Background: an optimization exercise with open tools, aiming at small area and few clock cycles per item. Do not read the settings as production practice. The RTL was checked by simulation tests, not by an equivalence proof against the original design. No activity file was given, so power comes from the tool's default toggle rates.

## flow/design.v (module list and top-level ports; edited modules follow where they fit)
// module dtsg_sine_rom: 291 lines
// module dtsg_fa: 10 lines
// module dtsg_ha: 9 lines
// module dual_tone_sample_generator_top: 1937 lines
module dual_tone_sample_generator_top (
    input  wire logic                                aclk,
    input  wire logic                                aresetn,
    input  wire logic                                s_tvalid,
    output logic                                     s_tready,
    input  wire logic [dtsg_pkg::S_TDATA_W-1:0]      s_tdata,    
    output logic                                     m_tvalid,
    input  wire logic                                m_tready,
    output logic [dtsg_pkg::M_TDATA_W-1:0]           m_tdata,    
    output logic [0:0]                               m_tuser,    
    input  wire logic                                cfg_wr_en,
    input  wire logic [dtsg_pkg::CFG_INDEX_W-1:0]    cfg_index,
    input  wire logic [dtsg_pkg::CFG_DATA_W-1:0]     cfg_wdata
);
  // ...
==> flow/flow/run.sh <==
#!/bin/bash
# The standard layout (standard.sh), with three changes:
#  - synthesis maps the logic for area only (flow/synth.tcl)
#  - the port buffers are the smallest buffer cell (buf_1)
#  - clock tree synthesis without dummy loads
set -euo pipefail
export FLOW_FLOW_DIR="$PWD/flow"
export BUFFER_PORTS_ARGS="-buffer_cell sky130_fd_sc_hd__buf_1"
export CTS_ARGS="-sink_clustering_enable -repair_clock_nets -sink_clustering_size 30 -sink_clustering_max_diameter 70 -buf_list sky130_fd_sc_hd__clkbuf_16 -dont_use_dummy_load"
sed "s#SYNTH_SCRIPT=[^ ]*#SYNTH_SCRIPT=$PWD/flow/synth.tcl#" standard.sh > standard_area_synth.sh
grep -q "SYNTH_SCRIPT=$PWD/flow/synth.tcl" standard_area_synth.sh
bash standard_area_synth.sh > standard.log 2>&1
==> flow/flow/abc_map_area.script <==
strash
dch
map -a
topo
dnsize -c
==> flow/flow/synth.tcl <==
# The standard flow's synthesis script (synth_recipe.tcl), unchanged except that the
# final technology mapping uses flow/abc_map_area.script: area-only mapping,
# without ABC's buffering and upsizing (the layout's repair steps size and
# buffer for timing and slew instead).
proc synth {args} { yosys synth -nofsm -noshare {*}$args }
proc abc {args} {
  set i [lsearch -exact $args -script]
  if { $i >= 0 } {
    lset args [expr { $i + 1 }] $::env(FLOW_FLOW_DIR)/abc_map_area.script
  }
  yosys abc {*}$args
}
source $::env(SCRIPTS_DIR)/synth.tcl
# left out here: clear keep_hierarchy, flatten, clean up, hide names made inside functions, write 1_2_yosys.v
==> flow/standard.sh <==
#!/bin/bash
# synth_recipe.tcl (not shown) runs the flow's synth.tcl, then flattens the netlist and writes it again
# the make line also repeats each setting of config.mk as NAME=value (left out here)
make -C /OpenROAD-flow-scripts/flow DESIGN_CONFIG=/design/flow/config.mk WORK_HOME=/design/flow/orfs CLKGATE_MAP_FILE= SYNTH_SCRIPT=/design/flow/synth_recipe.tcl "${@:-finish}"
==> flow/config.mk <==
export PLATFORM = sky130hd
export DESIGN_NAME = dual_tone_sample_generator_top
export DESIGN_NICKNAME = dual_tone_sample_generator_top
export VERILOG_FILES = /design/flow/design.v
export SDC_FILE = /design/flow/constraint.sdc
export NUM_CORES = 4
export LEC_CHECK = 0
export ABC_AREA = 1
export ABC_CLOCK_PERIOD_IN_PS = 10000
export CAP_MARGIN = 20
export CORE_MARGIN = 2
export CORE_UTILIZATION = 70
export SETUP_SLACK_MARGIN = 0.3
export SLEW_MARGIN = 20
export SYNTH_HIERARCHICAL = 1
export SYNTH_MINIMUM_KEEP_SIZE = 0
==> flow/constraint.sdc <==
create_clock -name core_clock -period 10.0 [get_ports {aclk}]
set_input_delay 2.0000 -clock core_clock [delete_from_list [all_inputs] [get_ports {aclk}]]
set_output_delay 2.0000 -clock core_clock [all_outputs]
set_load 0.01 [all_outputs]
==> key figures, run 1 <==
Cells and area
  • Layout clock buffers: 13
  • Layout cells sized above 1: 0.0655
  • ClkCell Share: 0.0152
  • Highest-count cells in the layout ignoring fill and taps: 397 x nand2_1, 285 x fa_1, 250 x nor2_1
  • Top cell category: multi-input gates

Power and ir drop
  • Leakage: roughly 6.7 nW
  • Pwr Total: 6.89 mW

Logic synthesis
  • Net count after synthesis: 2389
  • Simple-gate share of the synthesized area: 0.169
  • Dominant synthesized flop cell: edfxtp_1
  • Synth Area in Adders: 0.327
  • Syn Inst Count: 1994

Die
  • Die area: 30000 sq um
  • IO Pins: 67
  • Die Y: 173 um

Drt
  • Met2 routed WL: ~25000 um
  • M1 wire length: around 19000 um
  • Drt drc: 0
  • Vias: between 15k and 20k
  • Final ANT Viol Nets: 0

Outcome
  • Status: complete, no violations

Setup path
  • Critical path origin: tone_mode_reg
  • Cell family with most CP delay: adder cells
  • Worst r2r src: tone_mode_reg
  • Worst Path Buf+Inv: 4
  • R2R cell count: 43
  • Required @ worst endpoint: about 8.0 ns
  • Flop-to-flop setup slack: 1.09 ns
  • Worst r2r dst: s1_mag_reg[15]

Clocking
  • Clk slew on worst S/H paths: 0.11 ns
  • Clock Path Buffers: 3

Place
  • Dpl ws: 0.622 ns
  • DP Cell Count: 2452

STA
  • Least-Margin Pin Slew: 1.13 ns
  • RSZ-0062 raised after global routing: no

Global route
  • Met1 usage in global routing: 0.462
  • Vias in the first global route: 16.4k
  • Met3 Track Usage GR: 0.0526
Testbench counts, summed over its fixed seeds: cycles 16,032, items 16,000.
==> inputs of run 2 (changes only) <==
--- a/flow/design.v
+++ b/flow/design.v
@@ -405,17 +405,16 @@
         if (adv_count) begin
             count_reg   <= restart ? 32'd1 : count_inc;
         end
     end
     logic [14:0] mag_a, mag_b;
     logic        neg_a, neg_b;
     logic [15:0] tone_mag;
     logic        tone_neg, zero0;
-    logic        sdiff, sel_inv, sel_inc;
     dtsg_sine_rom u_rom_a (.addr(~phase_a_n_reg[31:24]), .mag(mag_a), .neg(neg_a));
     dtsg_sine_rom u_rom_b (.addr(~phase_b_n_reg[31:24] & {8{tone_mode_reg}}), .mag(mag_b), .neg(neg_b));
     assign zero0 = restart || past_end;
     logic [15:0] s1_mag_reg;
     logic        s1_neg_reg, s1_done_reg;
     always_ff @(posedge aclk) begin
         if (!aresetn) begin
             s1_valid_reg <= 1'b0;
==> flow/flow/run.sh (replaced) <==
#!/bin/bash
# The standard layout (standard.sh, the same ORFS make targets and
# settings), with three changes:
#  - synthesis maps the logic for area only: flow/synth.tcl is the standard flow's
#    synthesis script with flow/abc_map_area.script as ABC's mapping script
#    (no buffering or upsizing in ABC; the layout's repair steps do that)
#  - the port buffers are the smallest buffer cell (buf_1)
#  - clock tree: clkbuf_16 root, clkbuf_8 sink buffers for clusters of up
#    to 16 flip-flops, and no dummy loads
# make's output goes to standard.log; each ORFS step writes its own log
# under orfs/logs/.
set -euo pipefail
export FLOW_FLOW_DIR="$PWD/flow"
export BUFFER_PORTS_ARGS="-buffer_cell sky130_fd_sc_hd__buf_1"
export CTS_ARGS="-sink_clustering_enable -repair_clock_nets -sink_clustering_size 20 -sink_clustering_max_diameter 45 -root_buf sky130_fd_sc_hd__clkbuf_16 -buf_list sky130_fd_sc_hd__clkbuf_8 -dont_use_dummy_load"
sed "s#SYNTH_SCRIPT=[^ ]*#SYNTH_SCRIPT=$PWD/flow/synth.tcl#" standard.sh > standard_area_synth.sh
grep -q "SYNTH_SCRIPT=$PWD/flow/synth.tcl" standard_area_synth.sh
bash standard_area_synth.sh > standard.log 2>&1
--- a/flow/config.mk
+++ b/flow/config.mk
@@ -5,12 +5,12 @@
 export SDC_FILE = /design/flow/constraint.sdc
 export NUM_CORES = 4
 export LEC_CHECK = 0
 export ABC_AREA = 1
 export ABC_CLOCK_PERIOD_IN_PS = 10000
 export CAP_MARGIN = 20
 export CORE_MARGIN = 2
 export CORE_UTILIZATION = 70
-export SETUP_SLACK_MARGIN = 0.3
+export SETUP_SLACK_MARGIN = 0.2
 export SLEW_MARGIN = 20
 export SYNTH_HIERARCHICAL = 1
 export SYNTH_MINIMUM_KEEP_SIZE = 0
==> run 2 against run 1 <==
Synthesized area did not move. Worst hold slack got worse by 0.0054 ns. Utilization hardly changed. Global-route usage increased by 0.17 points. Combinational power down 1%. Highest routed layer unchanged. Clock skew rose by 0.015 ns. Setup slack better by 0.034 ns. Synthesized cell count stayed put.
==> key figures, run 2 <==
Outcome
  • Status: complete, no violations (unchanged)

Setup path
  • Critical Path Slowest Stage Cell: fa_1 (unchanged)
  • Crit-path max FO: 15 (unchanged)
  • Critical Path Max Stage Delay: 0.53 ns (was 0.57 ns)
  • CP most frequent cell: fa_1 (unchanged)
  • CP Class: reg2out (unchanged)
  • CP arrival: 7.50 ns (was 7.53 ns)
  • Flop-to-flop setup slack: 1.13 ns (was 1.09 ns)
  • CP cell instances: inv_2, buf_4, or2_2, o21ai_0, clkinv_1, buf_4, nand2_1, fa_1, fa_1, fa_1, fa_1, fa_1, fa_1, nand2_1, o211ai_1, o221a_2, o221a_2, o221a_2, fa_1, fa_1, fa_1, xnor2_1, buf_1 (was inv_2, buf_6, or2_2, o21ai_0, bufinv_8, nand2_1, fa_1, fa_1, fa_1, fa_1, fa_1, fa_2, nand2_1, nand3_1, o21ai_0, nand2_1, o221a_2, o221a_2, o221a_2, fa_1, fa_1, fa_1, xnor2_1, clkbuf_2)
  • Startpoint Class: flip-flop (unchanged)
  • Required @ worst endpoint: 8.00 ns (about the same)
  • Worst Setup End Kind: primary output (unchanged)

Cells and area
  • Diode count: 0 (unchanged)
  • Commonest non-fill, non-tap cell in the layout: nand2_1 (unchanged)
  • Nets: 2500 (was 2488)
  • Final std cells w/o fill: 2481 (was 2469)
  • Highest-count cells in the layout ignoring fill and taps: 397 x nand2_1, 286 x fa_1, 250 x nor2_1 (was 397 x nand2_1, 285 x fa_1, 250 x nor2_1)
  • Layout cells sized above 1: 0.0694 (was 0.0655)
  • Area growth from synthesis to final layout: 6.90% (was 6.84%)

Global route
  • Initial antenna violation count: 0 (unchanged)
  • Met3 Track Usage GR: 0.0543 (was 0.0526)
  • Grt total ovfl: 0 (unchanged)
  • Met1 usage in global routing: 0.467 (was 0.462)
  • Routing usage on met2: 0.577 (was 0.581)
  • Largest net degree at the start of global routing: 63 (unchanged)
  • Gr busiest metal: met2 (unchanged)
  • All-Layer GR Usage: 0.349 (was 0.347)
  • First-pass GRT wire length: 83500 um (was 83200 um)
  • Vias in the first global route: 16.5k (was 16.4k)

Drt
  • Drt drc: 0 (unchanged)
  • Final ANT Viol Nets: 0 (unchanged)
  • Vias: 15.8k (was 15.7k)
  • Number of DRC markers in iteration 0: 1739 (was 1812)
  • Aggregate routed wire length: 50600 um (about the same)
  • DR WL/cell: 20.4 um (was 20.5 um)
  • DR vias/cell: 6.36 (was 6.38)
  • Detailed Routing Iterations Pass 1: 6 (unchanged)

Logic synthesis
  • Netlist cell types: 45 (unchanged)
  • Post-synth ARST share: 0 (unchanged)
  • Synth Warn #: 7 (unchanged)
  • #FFs+latches synth: 228 (unchanged)
  • Dominant synthesized flop cell: edfxtp_1 (unchanged)
  • Largest cells by area after synthesis: edfxtp_1 34%, fa_1 29%, nand2_1 7.4%, clkinv_1 4.8%, nor2_1 4.7% (unchanged)
  • Mean post-synth cell area: 10.0 sq um (unchanged)
  • Net count after synthesis: 2389 (unchanged)
  • Seq/Total Area, Yosys: 0.341 (unchanged)
  • Syn Inst Count: 1994 (unchanged)
  • Synthesized area: 20000 sq um (unchanged)
  • Number of enable flip-flop cells after synthesis: 226 (unchanged)
  • Post-synth top cells: 397 x nand2_1, 286 x fa_1, 258 x clkinv_1 (unchanged)
  • Yosys top cell by area: edfxtp_1 (unchanged)
  • Most frequent cell after synthesis: nand2_1 (unchanged)
  • Yosys top cell area share: 0.339 (unchanged)

Die
  • Die outline width: 173 um (unchanged)
  • IO Pins: 67 (unchanged)
  • Die area: 30000 sq um (unchanged)
  • Initial Utilization: 0.716 (unchanged)
  • Die Y: 173 um (unchanged)
  • CORE AREA: 27900 sq um (unchanged)
  • # rows: 61 (unchanged)

Place
  • Port Buf Inserts: 59 (unchanged)
  • Routability cong.: 0.936 (unchanged)
  • Dpl ws: 0.622 ns (unchanged)
  • DP Cell Count: 2452 (unchanged)
  • DP HPWL: 38600 um (unchanged)

Clocking
  • Clock sink total: 228 (unchanged)
  • CTS tree: yes (unchanged)
  • Clock root cell: clkbuf_16 (unchanged)
  • Total clock buffers created by CTS: 26 (was 13)
  • H-tree Lvls: 1 (unchanged)
  • Clk Latency, worst-skew pair: 0.52 ns (was 0.50 ns)
  • Clk slew on worst S/H paths: 0.09 ns (was 0.11 ns)
  • Clock Path Buffers: 3 (unchanged)

Run
  • Max Cap Viol: 0 (unchanged)

Power and ir drop
  • Max IR drop VDD: 0.520 mV (was 0.519 mV)
  • Pwr Density: 322 nW/um^2 (about the same)
  • Leakage: 6.68 nW (was 6.66 nW)
  • Pwr Total: 6.89 mW (about the same)

STA
  • Part of the cycle the worst path needs: 0.950 (was 0.953)
  • RSZ-0062 raised after global routing: no (unchanged)
  • Setup-failing EPs final: 0 (unchanged)
  • Final Skew: 0.0823 ns (was 0.0668 ns)
  • Slew Viols, Final: 0 (unchanged)
  • Final Hold Viols: 0 (unchanged)
  • Setup_tns: 0 ns (unchanged)
  • Post-route setup slack: 0.502 ns (was 0.468 ns)
  • Least-Margin Pin Slew: 1.08 ns (was 1.13 ns)
  • FMAX: 105 MHz (about the same)
  • Post-layout min period: 9.50 ns (was 9.53 ns)
  • Max-slew headroom: 0.273 (was 0.246)

Hold path
  • Tightest Hold Check Type: reg2reg (unchanged)
-- run 2: path summary, 6_finish.rpt --
check        cells after the start             end           start
max                             23     m_tdata[11]   tone_mode_reg
min                              2  phase_zero_reg  phase_zero_reg
max reg2reg                     43  s1_mag_reg[15]   tone_mode_reg
min reg2reg                      2  phase_zero_reg  phase_zero_reg
-- run 2: area by class of cell --
class | count | area [sq um]
repair buffers | 85 | 418
inverters | 258 | 1010
flip-flops and latches | 228 | 6830
clock buffers | 26 | 392
fillers | 1800 | 6540
well taps | 378 | 473
multi-input cells | 1506 | 12300
-- run 2: per-stage QoR --
| stage | hold slack (ns) | util | area [sq um] |
|---|---|---|---|
| after floorplan | 0.420 | - | 20000 |
| after global placement | 0.446 | 0.749 | 20900 |
| after detailed placement | 0.458 | 0.749 | 20900 |
| after CTS | 0.470 | 0.763 | 21300 |
| after global routing | 0.508 | 0.766 | 21400 |
| final | 0.468 | 0.766 | 21400 |
-- run 2: cells by family after synthesis --
group,Yosys count,share of synthesized area
buf+inv,260,0.0491
compound gates,298,0.0930
xor+xnor,49,0.0214
fa+ha+maj,352,0.327
simple gates,807,0.169
flops,228,0.341
-- run 2: what timing repair did --
item                       in CTS  in global routing
setup endpoints to repair       2                  5
gates resized for setup         4                 12
gates cloned                    0                  0
setup buffers                   0                  3
hold buffers                    0                  0
-- run 2: per-module statistics from Yosys, one instance, submodules excluded --
module	cells inside	flip-flops and latches	copies in the design
dtsg_sine_rom	229	0	2
dual_tone_sample_generator_top	1217	228	1
dtsg_fa	1	0	286
dtsg_ha	1	0	33
-- run 2: layer usage --
| layer | up-vias | wire, um | share of wire |
|---|---|---|---|
| met5 | - | 0 | 0 |
| met4 | 0 | 2480 | 0.049 |
| met3 | 254 | 4890 | 0.097 |
| met2 | 1024 | 24500 | 0.48 |
| met1 | 7622 | 18700 | 0.37 |
| li1 | 6868 | - | - |
-- run 2: report_power, final --
group          internal [mW]  switching (mW)  leakage [nW]
sequential              1.19           0.174          2.27
combinational           2.07            2.89          4.21
clock                  0.258           0.300         0.202
-- run 2: worst max-delay path: cells and delay by family (launching register included) --
kind | cells | cell delay (ns)
flip-flops | 1 | 0.43
XOR/XNOR | 1 | 0.12
AND/OR/NAND/NOR | 3 | 0.37
buffers and inverters | 5 | 0.83
adder cells (fa/ha/maj) | 9 | 4.17
AO/OA/AOI/OAI | 5 | 1.07
Testbench counts of run 2, summed over its fixed seeds: cycles 16,032, items 16,000.
==> inputs of run 3 (changes only) <==
--- a/flow/flow/run.sh
+++ b/flow/flow/run.sh
@@ -12,7 +12,7 @@
 set -euo pipefail
 export FLOW_FLOW_DIR="$PWD/flow"
 export BUFFER_PORTS_ARGS="-buffer_cell sky130_fd_sc_hd__buf_1"
-export CTS_ARGS="-sink_clustering_enable -repair_clock_nets -sink_clustering_size 20 -sink_clustering_max_diameter 45 -root_buf sky130_fd_sc_hd__clkbuf_16 -buf_list sky130_fd_sc_hd__clkbuf_8 -dont_use_dummy_load"
+export CTS_ARGS="-sink_clustering_enable -repair_clock_nets -sink_clustering_size 8 -sink_clustering_max_diameter 30 -root_buf sky130_fd_sc_hd__clkbuf_16 -buf_list sky130_fd_sc_hd__clkbuf_4 -dont_use_dummy_load"
 sed "s#SYNTH_SCRIPT=[^ ]*#SYNTH_SCRIPT=$PWD/flow/synth.tcl#" standard.sh > standard_area_synth.sh
 grep -q "SYNTH_SCRIPT=$PWD/flow/synth.tcl" standard_area_synth.sh
 bash standard_area_synth.sh > standard.log 2>&1
==> run 3 against run 2 <==
Utilization is essentially flat. Fmax shrank 0.52%. Sequential share of layout area is essentially flat. Critical path depth shrank 1. Via count grew 0.41%. Setup slack lost 0.049 ns. Final cell count grew 0.52%. Count of clock-buffer cells in the layout grew 16. Total power is essentially flat. Register-to-register slack is essentially flat. Sequential power is essentially flat. Largest cell class unchanged. Highest routed layer unchanged.
==> key figures, run 3 <==
Logic synthesis
  • Simple-gate share of the synthesized area: 0.169 (unchanged)
  • Yosys top cell area share: 0.339 (unchanged)
  • Netlist cell types: 45 (unchanged)
  • Multiplexer share of the synthesized area: 0 (unchanged)
  • Synth Warn #: 7 (unchanged)
  • Most frequent cell after synthesis: nand2_1 (unchanged)
  • Largest cells by area after synthesis: edfxtp_1 34%, fa_1 29%, nand2_1 7.4%, clkinv_1 4.8%, nor2_1 4.7% (unchanged)
  • Post-synthesis xor/xnor area fraction: 0.0214 (unchanged)
  • Seq/Total Area, Yosys: 0.341 (unchanged)
  • Synth Area in Adders: 0.327 (unchanged)
  • Post-synth top cells: 397 x nand2_1, 286 x fa_1, 258 x clkinv_1 (unchanged)
  • Syn Inst Count: 1994 (unchanged)
  • Compound-Gate Fraction of Synth Area: 0.0930 (unchanged)
  • Number of enable flip-flop cells after synthesis: 226 (unchanged)
  • Synthesized area: 20000 sq um (unchanged)
  • #FFs+latches synth: 228 (unchanged)
  • Dominant synthesized flop cell: edfxtp_1 (unchanged)
  • Post-synth ARST share: 0 (unchanged)
  • Yosys top cell by area: edfxtp_1 (unchanged)
  • Largest family of logic cells by synthesized area: adder cells (unchanged)
  • Net count after synthesis: 2389 (unchanged)
  • Mean post-synth cell area: 10.0 sq um (unchanged)

Setup path
  • CP Class: reg2out (unchanged)
  • Critical Path Max Stage Delay: 0.53 ns (about the same)
  • Crit-path max FO: 15 (unchanged)
  • Startpoint Class: flip-flop (unchanged)
  • Cell family with most CP delay: adder cells (unchanged)
  • Worst Setup End Kind: primary output (unchanged)
  • Required @ worst endpoint: 8.00 ns (about the same)
  • Critical Path Slowest Stage Cell: fa_1 (unchanged)
  • Worst Path Buf+Inv: 4 (was 5)
  • CP cell instances: inv_2, buf_4, or2_2, o21ai_0, inv_2, nand2_1, fa_1, fa_1, fa_1, fa_1, fa_1, fa_1, nand2_1, o211ai_1, o221a_2, o221a_2, o221a_2, fa_1, fa_1, fa_1, xnor2_1, buf_1 (was inv_2, buf_4, or2_2, o21ai_0, clkinv_1, buf_4, nand2_1, fa_1, fa_1, fa_1, fa_1, fa_1, fa_1, nand2_1, o211ai_1, o221a_2, o221a_2, o221a_2, fa_1, fa_1, fa_1, xnor2_1, buf_1)
  • CP most frequent cell: fa_1 (unchanged)
  • CP arrival: 7.55 ns (was 7.50 ns)

Drt
  • Detailed Routing Iterations Pass 1: 5 (was 6)
  • Final ANT Viol Nets: 0 (unchanged)
  • Aggregate routed wire length: 50500 um (was 50600 um)
  • DR WL/cell: 20.3 um (was 20.4 um)
  • Drt drc: 0 (unchanged)
  • Vias: 15.8k (about the same)
  • Number of DRC markers in iteration 0: 1575 (was 1739)
  • DR vias/cell: 6.35 (was 6.36)

Cells and area
  • Diode count: 0 (unchanged)
  • Total area of sequential cells: 6830 sq um (unchanged)
  • Multi-input gate area: 12300 sq um (unchanged)
  • Highest-count cells in the layout ignoring fill and taps: 397 x nand2_1, 286 x fa_1, 250 x nor2_1 (unchanged)
  • Area growth from synthesis to final layout: 6.84% (was 6.90%)
  • Layout cells sized above 1: 0.0751 (was 0.0694)
  • FILL cells: 1825 (was 1800)
  • Final std cells w/o fill: 2494 (was 2481)
  • Nets: 2513 (was 2500)
  • Commonest non-fill, non-tap cell in the layout: nand2_1 (unchanged)

Clocking
  • Clk slew on worst S/H paths: 0.09 ns (about the same)
  • Clock sink total: 228 (unchanged)
  • Total clock buffers created by CTS: 42 (was 26)
  • Clock Path Buffers: 3 (unchanged)
  • CTS tree: yes (unchanged)
  • Setup Buffers After CTS: 0 (unchanged)
  • Clk Latency, worst-skew pair: 0.49 ns (was 0.52 ns)
  • Clock root cell: clkbuf_16 (unchanged)
  • H-tree Lvls: 2 (was 1)

STA
  • FMAX: 105 MHz (about the same)
  • Post-layout min period: 9.55 ns (was 9.50 ns)
  • Part of the cycle the worst path needs: 0.955 (was 0.950)
  • Least-Margin Pin Slew: 1.06 ns (was 1.08 ns)
  • Max-slew headroom: 0.285 (was 0.273)
  • Final Skew: 0.0673 ns (was 0.0823 ns)
  • Final Hold Viols: 0 (unchanged)
  • Hold Slack: 0.469 ns (was 0.468 ns)
  • Slew Viols, Final: 0 (unchanged)
  • RSZ-0062 raised after global routing: no (unchanged)
  • Setup_tns: 0 ns (unchanged)
  • Setup-failing EPs final: 0 (unchanged)

Global route
  • First-pass GRT wire length: 83800 um (was 83500 um)
  • Largest net degree at the start of global routing: 63 (unchanged)
  • Grt total ovfl: 0 (unchanged)
  • Initial antenna violation count: 0 (unchanged)
  • Vias in the first global route: 16.7k (was 16.5k)
  • All-Layer GR Usage: 0.351 (was 0.349)

Run
  • Max Cap Viol: 0 (unchanged)

Place
  • Port Buf Inserts: 59 (unchanged)
  • DP Cell Count: 2452 (unchanged)
  • DP HPWL: 38600 um (unchanged)
  • Routability cong.: 0.936 (unchanged)

Die
  • Die Y: 173 um (unchanged)
  • Initial Utilization: 0.716 (unchanged)
  • # rows: 61 (unchanged)
  • Die outline width: 173 um (unchanged)
  • CORE AREA: 27900 sq um (unchanged)
  • Die area: 30000 sq um (unchanged)
  • IO Pins: 67 (unchanged)

Power and ir drop
  • Pwr Density: 322 nW/um^2 (about the same)
  • Max IR drop VDD: 0.519 mV (was 0.520 mV)
  • Leakage: 6.69 nW (was 6.68 nW)

Outcome
  • Status: complete, no violations (unchanged)

Hold path
  • Tightest Hold Check Type: reg2reg (unchanged)
==> run 3: changes by cell type in the layout (fill, tap and decap cells not counted), sizes merged <==
cell,before,now
clkbuf,27,43
buf,84,81
==> run 3: timing repair <==
| action | 4_1_cts | 5_1_grt |
|---|---|---|
| hold buffers | 0 | 0 |
| gates resized for setup | 4 | 12 |
| pin swaps | 0 | 0 |
| endpoints found under the setup margin | 2 | 4 |
| endpoints found under the hold margin | 0 | 0 |
==> run 3: worst reg2reg max path: cells and delay by family (launching register included) <==
family          cells  cell delay, ns
simple gates       16            2.07
buf+inv            12            1.86
flops               1            0.39
xor+xnor            2            0.40
compound gates      7            1.29
fa+ha+maj           6            2.56
==> run 3: layout make-up <==
| class | instances | area share |
|---|---|---|
| multi-input combinational | 1506 | 0.574 |
| inverter | 258 | 0.0473 |
| timing repair buffer | 82 | 0.0185 |
| clock buffer | 42 | 0.0188 |
| tap | 378 | 0.0221 |
| sequential | 228 | 0.319 |
==> run 3: cell families after synthesis <==
logic type                 count (synthesis)
AOI/OAI and AO/OA                        298
xor gates and xnor gates                  49
adders and majority gates                352
buffers and inverters                    260
DFF                                      228
and+or+nand+nor                          807
==> run 3: power breakdown <==
group	leakage [nW]	switching, mW	internal [mW]
registers	2.27	0.174	1.19
logic	4.19	2.89	2.07
clock network	0.232	0.305	0.260
==> run 3: path summary, 6_finish.rpt <==
check / startpoint / slack [ns] / to / depth (start not counted)
setup / recovery: tone_mode_reg / 0.45 / m_tdata[11] / 22
hold / removal: phase_zero_reg / 0.47 / phase_zero_reg / 2
setup reg to reg: tone_mode_reg / 1.12 / s1_mag_reg[15] / 43
hold reg to reg: phase_zero_reg / 0.47 / phase_zero_reg / 2
==> run 3: Yosys stat by module (local to each module, per instance) <==
| module | area, sq um | cells | copies in the design |
|---|---|---|---|
| dual_tone_sample_generator_top | 11600 | 1217 | 1 |
| dtsg_sine_rom | 1120 | 229 | 2 |
| dtsg_fa | 20.0 | 1 | 286 |
| dtsg_ha | 12.5 | 1 | 33 |
==> run 3: through the flow <==
step | utilization | worst slack, ns | power, mW | instance area (sq um)
after global routing | 0.765 | 0.208 | 7.56 | 21400
final | 0.765 | 0.453 | 6.89 | 21400
after detailed placement | 0.749 | 0.622 | 6.28 | 20900
after global placement | 0.749 | 0.777 | 5.97 | 20900
after CTS | 0.764 | 0.224 | 6.88 | 21300
after floorplan | - | 0.463 | 4.99 | 20000
==> run 3: per-layer routing <==
layer  wire length [um]  vias up  share of wire  global-route usage
met3               4950      250          0.098              0.0620
met4               2510        0          0.050               0.159
li1                   -     6915              -                   -
met2              24600     1041           0.49               0.579
met5                  0        -              0                   0
met1              18500     7627           0.37               0.462
==> inputs of run 4 (changes only) <==
--- a/flow/flow/run.sh
+++ b/flow/flow/run.sh
@@ -12,7 +12,7 @@
 set -euo pipefail
 export FLOW_FLOW_DIR="$PWD/flow"
 export BUFFER_PORTS_ARGS="-buffer_cell sky130_fd_sc_hd__buf_1"
-export CTS_ARGS="-sink_clustering_enable -repair_clock_nets -sink_clustering_size 8 -sink_clustering_max_diameter 30 -root_buf sky130_fd_sc_hd__clkbuf_16 -buf_list sky130_fd_sc_hd__clkbuf_4 -dont_use_dummy_load"
+export CTS_ARGS="-sink_clustering_enable -repair_clock_nets -sink_clustering_size 10 -sink_clustering_max_diameter 35 -root_buf sky130_fd_sc_hd__clkbuf_16 -buf_list sky130_fd_sc_hd__clkbuf_4 -dont_use_dummy_load"
 sed "s#SYNTH_SCRIPT=[^ ]*#SYNTH_SCRIPT=$PWD/flow/synth.tcl#" standard.sh > standard_area_synth.sh
 grep -q "SYNTH_SCRIPT=$PWD/flow/synth.tcl" standard_area_synth.sh
 bash standard_area_synth.sh > standard.log 2>&1
==> run 4 against run 3 <==
Critical endpoint unchanged. Fmax rose by 0.54%. Clock skew rose by 0.030 ns. Largest power group unchanged. Total power shrank 0.44%. Critical path depth is 1 higher. First-iteration DRC count increased by 11%. Largest cell class unchanged.
==> key figures, run 4 <==
Logic synthesis
  • #FFs+latches synth: 228 (unchanged)
  • Post-synth top cells: 397 x nand2_1, 286 x fa_1, 258 x clkinv_1 (unchanged)
  • Netlist cell types: 45 (unchanged)
  • Synth Warn #: 7 (unchanged)
  • Yosys top cell by area: edfxtp_1 (unchanged)
  • Dominant synthesized flop cell: edfxtp_1 (unchanged)
  • Synthesized area: 20000 sq um (unchanged)
  • Syn Inst Count: 1994 (unchanged)
  • Number of enable flip-flop cells after synthesis: 226 (unchanged)
  • Yosys top cell area share: 0.339 (unchanged)
  • Net count after synthesis: 2389 (unchanged)
  • Mean post-synth cell area: 10.0 sq um (unchanged)
  • Post-synth ARST share: 0 (unchanged)
  • Largest cells by area after synthesis: edfxtp_1 34%, fa_1 29%, nand2_1 7.4%, clkinv_1 4.8%, nor2_1 4.7% (unchanged)
  • Seq/Total Area, Yosys: 0.341 (unchanged)
  • Most frequent cell after synthesis: nand2_1 (unchanged)

Die
  • CORE AREA: 27900 sq um (unchanged)
  • Die Y: 173 um (unchanged)
  • Initial Utilization: 0.716 (unchanged)
  • IO Pins: 67 (unchanged)
  • # rows: 61 (unchanged)
  • Die area: 30000 sq um (unchanged)
  • Die outline width: 173 um (unchanged)

Cells and area
  • Highest-count cells in the layout ignoring fill and taps: 397 x nand2_1, 286 x fa_1, 250 x nor2_1 (unchanged)
  • Area growth from synthesis to final layout: 6.69% (was 6.84%)
  • Commonest non-fill, non-tap cell in the layout: nand2_1 (unchanged)
  • Diode count: 0 (unchanged)
  • FILL cells: 1826 (was 1825)
  • Layout cells sized above 1: 0.0734 (was 0.0751)
  • Nets: 2509 (was 2513)

Clocking
  • Clk Latency, worst-skew pair: 0.51 ns (was 0.49 ns)
  • H-tree Lvls: 2 (unchanged)
  • Clock root cell: clkbuf_16 (unchanged)
  • Clock Path Buffers: 3 (unchanged)
  • Total clock buffers created by CTS: 35 (was 42)
  • Clock sink total: 228 (unchanged)
  • CTS tree: yes (unchanged)
  • Clk slew on worst S/H paths: 0.11 ns (was 0.09 ns)

Setup path
  • Worst Setup End Kind: primary output (unchanged)
  • Startpoint Class: flip-flop (unchanged)
  • Required @ worst endpoint: 8.00 ns (about the same)
  • Worst r2r dst: s1_mag_reg[15] (unchanged)
  • Worst r2r src: tone_mode_reg (unchanged)
  • Flop-to-flop setup slack: 1.12 ns (about the same)
  • R2R cell count: 43 (unchanged)
  • Crit-path max FO: 15 (unchanged)
  • CP arrival: 7.50 ns (was 7.55 ns)
  • CP Class: reg2out (unchanged)

Run
  • Max Cap Viol: 0 (unchanged)

STA
  • Setup-failing EPs final: 0 (unchanged)
  • RSZ-0062 raised after global routing: no (unchanged)
  • Final Hold Viols: 0 (unchanged)
  • Max-slew headroom: 0.264 (was 0.285)
  • Post-layout min period: 9.50 ns (was 9.55 ns)
  • Least-Margin Pin Slew: 1.09 ns (was 1.06 ns)
  • Final Skew: 0.0969 ns (was 0.0673 ns)
  • Setup_tns: 0 ns (unchanged)
  • Slew Viols, Final: 0 (unchanged)
  • FMAX: 105 MHz (about the same)
  • Part of the cycle the worst path needs: 0.950 (was 0.955)

Hold path
  • Tightest Hold Check Type: reg2reg (unchanged)
  • Worst Hold Depth: 2 (unchanged)
  • Worst Hold Path EP: phase_zero_reg (unchanged)
  • Min-Delay Startpoint: phase_zero_reg (unchanged)

Drt
  • Final ANT Viol Nets: 0 (unchanged)
  • Vias: 15.8k (about the same)
  • Detailed Routing Iterations Pass 1: 6 (was 5)
  • DR vias/cell: 6.35 (about the same)
  • Number of DRC markers in iteration 0: 1752 (was 1575)
  • DR WL/cell: 20.4 um (was 20.3 um)
  • Drt drc: 0 (unchanged)
  • Aggregate routed wire length: 50800 um (was 50500 um)

Global route
  • Largest net degree at the start of global routing: 63 (unchanged)
  • Grt total ovfl: 0 (unchanged)
  • Vias in the first global route: 16.6k (was 16.7k)
  • First-pass GRT wire length: 83900 um (was 83800 um)
  • Initial antenna violation count: 0 (unchanged)
  • All-Layer GR Usage: 0.352 (was 0.351)

Power and ir drop
  • Pwr Total: 6.86 mW (was 6.89 mW)
  • Leakage: 6.67 nW (was 6.69 nW)
  • Max IR drop VDD: 0.519 mV (about the same)
  • Pwr Density: 321 nW/um^2 (was 322 nW/um^2)

Place
  • DP HPWL: 38600 um (unchanged)
  • Port Buf Inserts: 59 (unchanged)
  • Routability cong.: 0.936 (unchanged)

Outcome
  • Status: complete, no violations (unchanged)
-- run 4: changes by cell type in the layout (fill, tap and decap cells not counted) --
cell      previous run  this run
clkbuf_4            37        30
buf_4               23        26
-- run 4: final cells by class --
type / count / area (sq um) / share of cell area
inverter: 258 / 1010 / 0.0474
clock buffer: 35 / 350 / 0.0164
sequential: 228 / 6830 / 0.320
timing repair buffer: 85 / 418 / 0.0196
multi-input combinational: 1506 / 12300 / 0.575
tap: 378 / 473 / 0.0222
-- run 4: worst max-delay path by stage --
stage | from | end | slack [ns] | cells past startpoint
after global routing | tone_mode_reg | m_tdata[11] | 0.24 | 23
after global placement | tone_mode_reg | m_tdata[15] | 0.78 | 25
after floorplan | s_tdata[0] | phase_a_n_reg[31] | 0.46 | 23
after CTS | tone_mode_reg | m_tdata[11] | 0.20 | 23
final | tone_mode_reg | m_tdata[11] | 0.50 | 23
after detailed placement | tone_mode_reg | m_tdata[11] | 0.62 | 23
-- run 4: worst max-delay path, cell delays in order (launching register included) --
cell	delay, ns
edfxtp_1	0.43
inv_2	0.13
buf_4	0.22
or2_2	0.13
o21ai_0	0.12
clkinv_1	0.07
buf_4	0.24
nand2_1	0.11
fa_1	0.42
fa_1	0.53
fa_1	0.45
fa_1	0.42
fa_1	0.51
fa_1	0.48
nand2_1	0.14
o211ai_1	0.11
o221a_2	0.30
o221a_2	0.28
o221a_2	0.26
fa_1	0.41
fa_1	0.42
fa_1	0.52
xnor2_1	0.12
buf_1	0.17
-- run 4: timing repair --
item / 4_1_cts / 5_1_grt
setup buffers: 0 / 3
hold buffers: 0 / 0
setup endpoints to repair: 2 / 4
gates resized for setup: 4 / 12
pin swaps: 0 / 0
-- run 4: kinds of logic after synthesis --
group	share of synthesized area
and+or+nand+nor	0.169
adders and majority gates	0.327
AOI/OAI and AO/OA	0.0930
buffers and inverters	0.0491
DFF	0.341
xor gates and xnor gates	0.0214
-- run 4: power breakdown --
part / switching [mW] / total (mW) / internal (mW) / leakage [nW]
logic: 2.89 / 4.96 / 2.08 / 4.21
clock network: 0.304 / 0.533 / 0.228 / 0.200
registers: 0.173 / 1.37 / 1.19 / 2.27
total: 3.36 / 6.86 / 3.50 / 6.67
-- run 4: metrics by stage --
stage	instances	utilization	setup WS [ns]	hold WS, ns	instance area, sq um
2_1_floorplan	1994	-	0.463	0.420	20000
3_3_place_gp	2452	0.749	0.777	0.446	20900
3_5_place_dp	2452	0.749	0.622	0.458	20900
4_1_cts	2487	0.762	0.204	0.474	21300
5_1_grt	2490	0.764	0.238	0.512	21400
6_report	2490	0.764	0.504	0.471	21400
-- run 4: per-layer routing --
metal  up-vias  wire (um)  global-route usage
met1      7688      18700               0.464
met3       254       4810              0.0598
met4         0       2550               0.160
li1       6905          -                   -
met5         -          0                   0
met2       972      24700               0.580
-- run 4: per-module statistics from Yosys, one instance, submodules excluded --
| module | cell area [sq um] | cells | times used |
|---|---|---|---|
| dual_tone_sample_generator_top | 11600 | 1217 | 1 |
| dtsg_fa | 20.0 | 1 | 286 |
| dtsg_sine_rom | 1120 | 229 | 2 |
| dtsg_ha | 12.5 | 1 | 33 |
==> inputs of run 5 (changes only) <==
--- a/flow/flow/run.sh
+++ b/flow/flow/run.sh
@@ -12,7 +12,7 @@
 set -euo pipefail
 export FLOW_FLOW_DIR="$PWD/flow"
 export BUFFER_PORTS_ARGS="-buffer_cell sky130_fd_sc_hd__buf_1"
-export CTS_ARGS="-sink_clustering_enable -repair_clock_nets -sink_clustering_size 10 -sink_clustering_max_diameter 35 -root_buf sky130_fd_sc_hd__clkbuf_16 -buf_list sky130_fd_sc_hd__clkbuf_4 -dont_use_dummy_load"
+export CTS_ARGS="-sink_clustering_enable -repair_clock_nets -sink_clustering_size 16 -sink_clustering_max_diameter 45 -root_buf sky130_fd_sc_hd__clkbuf_16 -buf_list sky130_fd_sc_hd__clkbuf_8 -dont_use_dummy_load"
 sed "s#SYNTH_SCRIPT=[^ ]*#SYNTH_SCRIPT=$PWD/flow/synth.tcl#" standard.sh > standard_area_synth.sh
 grep -q "SYNTH_SCRIPT=$PWD/flow/synth.tcl" standard_area_synth.sh
 bash standard_area_synth.sh > standard.log 2>&1
==> run 5 against run 4 <==
Sequential power about the same. Die area unchanged. Sequential cell count unchanged. Synthesized cell count unchanged. Via count increased by 0.39%. Total power increased by 0.42%. Clock power increased by 4.5%. Combinational power about the same. Worst hold slack got worse by 0.0036 ns. Non-clock buffer count unchanged. Critical path type unchanged. Critical endpoint unchanged.
==> key figures, run 5 <==
Outcome
  • Status: complete, no violations (unchanged)

STA
  • Max-slew headroom: 0.270 (was 0.264)
  • Post-layout min period: 9.50 ns (about the same)
  • Part of the cycle the worst path needs: 0.950 (about the same)
  • Least-Margin Pin Slew: 1.08 ns (was 1.09 ns)
  • RSZ-0062 raised after global routing: no (unchanged)
  • Setup_tns: 0 ns (unchanged)
  • Final Skew: 0.0805 ns (was 0.0969 ns)
  • Setup-failing EPs final: 0 (unchanged)
  • Final Hold Viols: 0 (unchanged)
  • FMAX: 105 MHz (about the same)
  • Post-route setup slack: 0.502 ns (was 0.504 ns)
  • Slew Viols, Final: 0 (unchanged)

Logic synthesis
  • Syn Inst Count: 1994 (unchanged)
  • Largest cells by area after synthesis: edfxtp_1 34%, fa_1 29%, nand2_1 7.4%, clkinv_1 4.8%, nor2_1 4.7% (unchanged)
  • Post-synth top cells: 397 x nand2_1, 286 x fa_1, 258 x clkinv_1 (unchanged)
  • Post-synth ARST share: 0 (unchanged)
  • Number of enable flip-flop cells after synthesis: 226 (unchanged)
  • Dominant synthesized flop cell: edfxtp_1 (unchanged)
  • Synth Warn #: 7 (unchanged)
  • Yosys top cell area share: 0.339 (unchanged)
  • Mean post-synth cell area: 10.0 sq um (unchanged)
  • Most frequent cell after synthesis: nand2_1 (unchanged)
  • Yosys top cell by area: edfxtp_1 (unchanged)
  • Synthesized area: 20000 sq um (unchanged)
  • Seq/Total Area, Yosys: 0.341 (unchanged)
  • Net count after synthesis: 2389 (unchanged)
  • #FFs+latches synth: 228 (unchanged)
  • Netlist cell types: 45 (unchanged)

Drt
  • DR vias/cell: 6.40 (was 6.35)
  • Drt drc: 0 (unchanged)
  • Vias: 15.9k (was 15.8k)
  • DR WL/cell: 20.3 um (was 20.4 um)
  • Aggregate routed wire length: 50500 um (was 50800 um)
  • Number of DRC markers in iteration 0: 1806 (was 1752)
  • Detailed Routing Iterations Pass 1: 5 (was 6)
  • Final ANT Viol Nets: 0 (unchanged)

Global route
  • Vias in the first global route: 16.5k (was 16.6k)
  • Initial antenna violation count: 0 (unchanged)
  • Met1 usage in global routing: 0.467 (was 0.464)
  • Met3 Track Usage GR: 0.0545 (was 0.0598)
  • Largest net degree at the start of global routing: 63 (unchanged)
  • Grt total ovfl: 0 (unchanged)
  • Gr busiest metal: met2 (unchanged)
  • Routing usage on met2: 0.578 (was 0.580)
  • All-Layer GR Usage: 0.349 (was 0.352)
  • First-pass GRT wire length: 83500 um (was 83900 um)

Run
  • Max Cap Viol: 0 (unchanged)

Setup path
  • Required @ worst endpoint: 8.00 ns (about the same)
  • CP most frequent cell: fa_1 (unchanged)
  • CP arrival: 7.50 ns (about the same)
  • Startpoint Class: flip-flop (unchanged)
  • CP Class: reg2out (unchanged)
  • Worst Setup End Kind: primary output (unchanged)
  • Cell family with most CP delay: adder cells (unchanged)
  • CP cell instances: inv_2, buf_4, or2_2, o21ai_0, clkinv_1, buf_4, nand2_1, fa_1, fa_1, fa_1, fa_1, fa_1, fa_1, nand2_1, o211ai_1, o221a_2, o221a_2, o221a_2, fa_1, fa_1, fa_1, xnor2_1, buf_1 (unchanged)
  • Critical Path Slowest Stage Cell: fa_1 (unchanged)
  • Worst Path Buf+Inv: 5 (unchanged)
  • Crit-path max FO: 16 (was 15)
  • Critical Path Max Stage Delay: 0.53 ns (about the same)

Place
  • Dpl ws: 0.622 ns (unchanged)
  • DP Cell Count: 2452 (unchanged)
  • Port Buf Inserts: 59 (unchanged)
  • Routability cong.: 0.936 (unchanged)
  • DP HPWL: 38600 um (unchanged)

Cells and area
  • Area growth from synthesis to final layout: 6.92% (was 6.69%)
  • Nets: 2500 (was 2509)
  • Final std cells w/o fill: 2483 (was 2490)
  • Final Core Density: 0.766 (was 0.764)
  • Commonest non-fill, non-tap cell in the layout: nand2_1 (unchanged)
  • Highest-count cells in the layout ignoring fill and taps: 397 x nand2_1, 286 x fa_1, 250 x nor2_1 (unchanged)
  • Layout cells sized above 1: 0.0694 (was 0.0734)

Clocking
  • Clk Latency, worst-skew pair: 0.52 ns (was 0.51 ns)
  • Clock Path Buffers: 3 (unchanged)
  • Clock sink total: 228 (unchanged)
  • CTS tree: yes (unchanged)
  • Clock root cell: clkbuf_16 (unchanged)
  • Total clock buffers created by CTS: 26 (was 35)
  • Clk slew on worst S/H paths: 0.09 ns (was 0.11 ns)
  • H-tree Lvls: 1 (was 2)

Die
  • Die area: 30000 sq um (unchanged)
  • Die Y: 173 um (unchanged)
  • # rows: 61 (unchanged)
  • Initial Utilization: 0.716 (unchanged)
  • CORE AREA: 27900 sq um (unchanged)
  • Die outline width: 173 um (unchanged)
  • IO Pins: 67 (unchanged)

Power and ir drop
  • Pwr Density: 322 nW/um^2 (was 321 nW/um^2)
  • Internal power: 3.53 mW (was 3.50 mW)
  • Sw Ratio: 0.488 (was 0.490)
  • P_sw: 3.36 mW (about the same)
  • Leakage: 6.68 nW (was 6.67 nW)
  • Power share of the combinational group: 0.721 (was 0.723)
  • Pwr Total: 6.89 mW (was 6.86 mW)
  • Clock power frac: 0.081 (was 0.078)
  • Max IR drop VDD: 0.520 mV (was 0.519 mV)
  • Seq pwr share: 0.199 (about the same)

Hold path
  • Tightest Hold Check Type: reg2reg (unchanged)
run 5: cell counts after synthesis:
No cell type changed its count.
run 5: per-module statistics from Yosys (local to each module, per instance):
module	flops+latches	copies in the design	cells	area, sq um
dtsg_fa	0	286	1	20.0
dtsg_ha	0	33	1	12.5
dtsg_sine_rom	0	2	229	1120
dual_tone_sample_generator_top	228	1	1217	11600
run 5: kinds of logic (layout without fill, tap and decap cells):
| kind of cell | after synthesis | count (layout) | synth area share |
|---|---|---|---|
| compound gates | 298 | 298 | 0.0930 |
| buf+inv | 260 | 369 | 0.0491 |
| flops | 228 | 228 | 0.341 |
| fa+ha+maj | 352 | 352 | 0.327 |
| simple gates | 807 | 807 | 0.169 |
| xor+xnor | 49 | 49 | 0.0214 |
| other cells | 0 | 2 | 0 |
run 5: worst register-to-register path: cells and delay by family (launching register included):
kind | cells | cell delay (ns)
and+or+nand+nor | 16 | 2.05
DFF | 1 | 0.39
buffers and inverters | 12 | 1.85
adders and majority gates | 6 | 2.55
xor gates and xnor gates | 2 | 0.40
AOI/OAI and AO/OA | 7 | 1.27
run 5: path summary, 6_finish.rpt:
| kind | start | end | slack (ns) | depth (start not counted) |
|---|---|---|---|---|
| setup reg to reg | tone_mode_reg | s1_mag_reg[15] | 1.20 | 43 |
| hold / removal | phase_zero_reg | phase_zero_reg | 0.47 | 2 |
| setup / recovery | tone_mode_reg | m_tdata[11] | 0.50 | 23 |
| hold reg to reg | phase_zero_reg | phase_zero_reg | 0.47 | 2 |
run 5: routing by layer:
metal,wire length (um),up-vias
met5,0,-
met4,2520,0
met3,4710,255
met2,24400,1053
met1,18800,7696
li1,-,6876
run 5: power by group through the flow:
stage          combinational [mW]  sequential [mW]  clock [mW]
2_1_floorplan                3.67             1.31           0
3_3_place_gp                 4.61             1.37           0
3_5_place_dp                 4.91             1.38           0
4_1_cts                      4.93             1.36       0.564
5_1_grt                      5.56             1.38       0.595
6_report                     4.97             1.37       0.557
run 5: area by class of cell:
class                   instances  area, sq um
diodes                          2         5.00
clock buffers                  26          392
fillers                      1802         6540
inverters                     258         1010
multi-input cells            1506        12300
flip-flops and latches        228         6830
well taps                     378          473
repair buffers                 85          418
run 5: per-stage QoR:
stage | cell area [sq um] | hold slack, ns
final | 21400 | 0.468
after global routing | 21400 | 0.508
after CTS | 21300 | 0.470
after detailed placement | 20900 | 0.458
after global placement | 20900 | 0.446
after floorplan | 20000 | 0.420
run 5: timing repair:
action,in CTS,in global routing
setup endpoints to repair,2,5
pin swaps,0,0
setup buffers,0,3
gates resized for setup,4,12
hold buffers,0,0

what the ideal ports hide:
In the flow no input, the clock included, has a driving cell. The finished layouts below were timed again as built, in two steps. Step 1 sets driving cells, clkbuf_16 on the clock port and buf_2 on the other inputs (assumed; they add their load-dependent delay and slew). Step 2 times the ports against the registers' clock, not the clock port: input delays grow and output delays shrink by t, the midpoint of the rising clock arrivals with the driver on. a / b / c = ideal ports / drivers / drivers and shift; a / b = the first two.
run	t, ns	setup WS [ns]	worst setup path after step 2	clock arrival spread, ns
run 1	0.518	0.468 / 0.419 / 0.937	register to output	0.067 / 0.067
run 2	0.527	0.502 / 0.453 / 0.980	register to output	0.082 / 0.082
run 3	0.504	0.453 / 0.403 / 0.907	register to output	0.068 / 0.067
run 4	0.507	0.504 / 0.455 / 0.933	input to register	0.098 / 0.097
run 5	0.526	0.502 / 0.452 / 0.979	register to output	0.081 / 0.081
After both steps setup and hold are still met in every run listed.
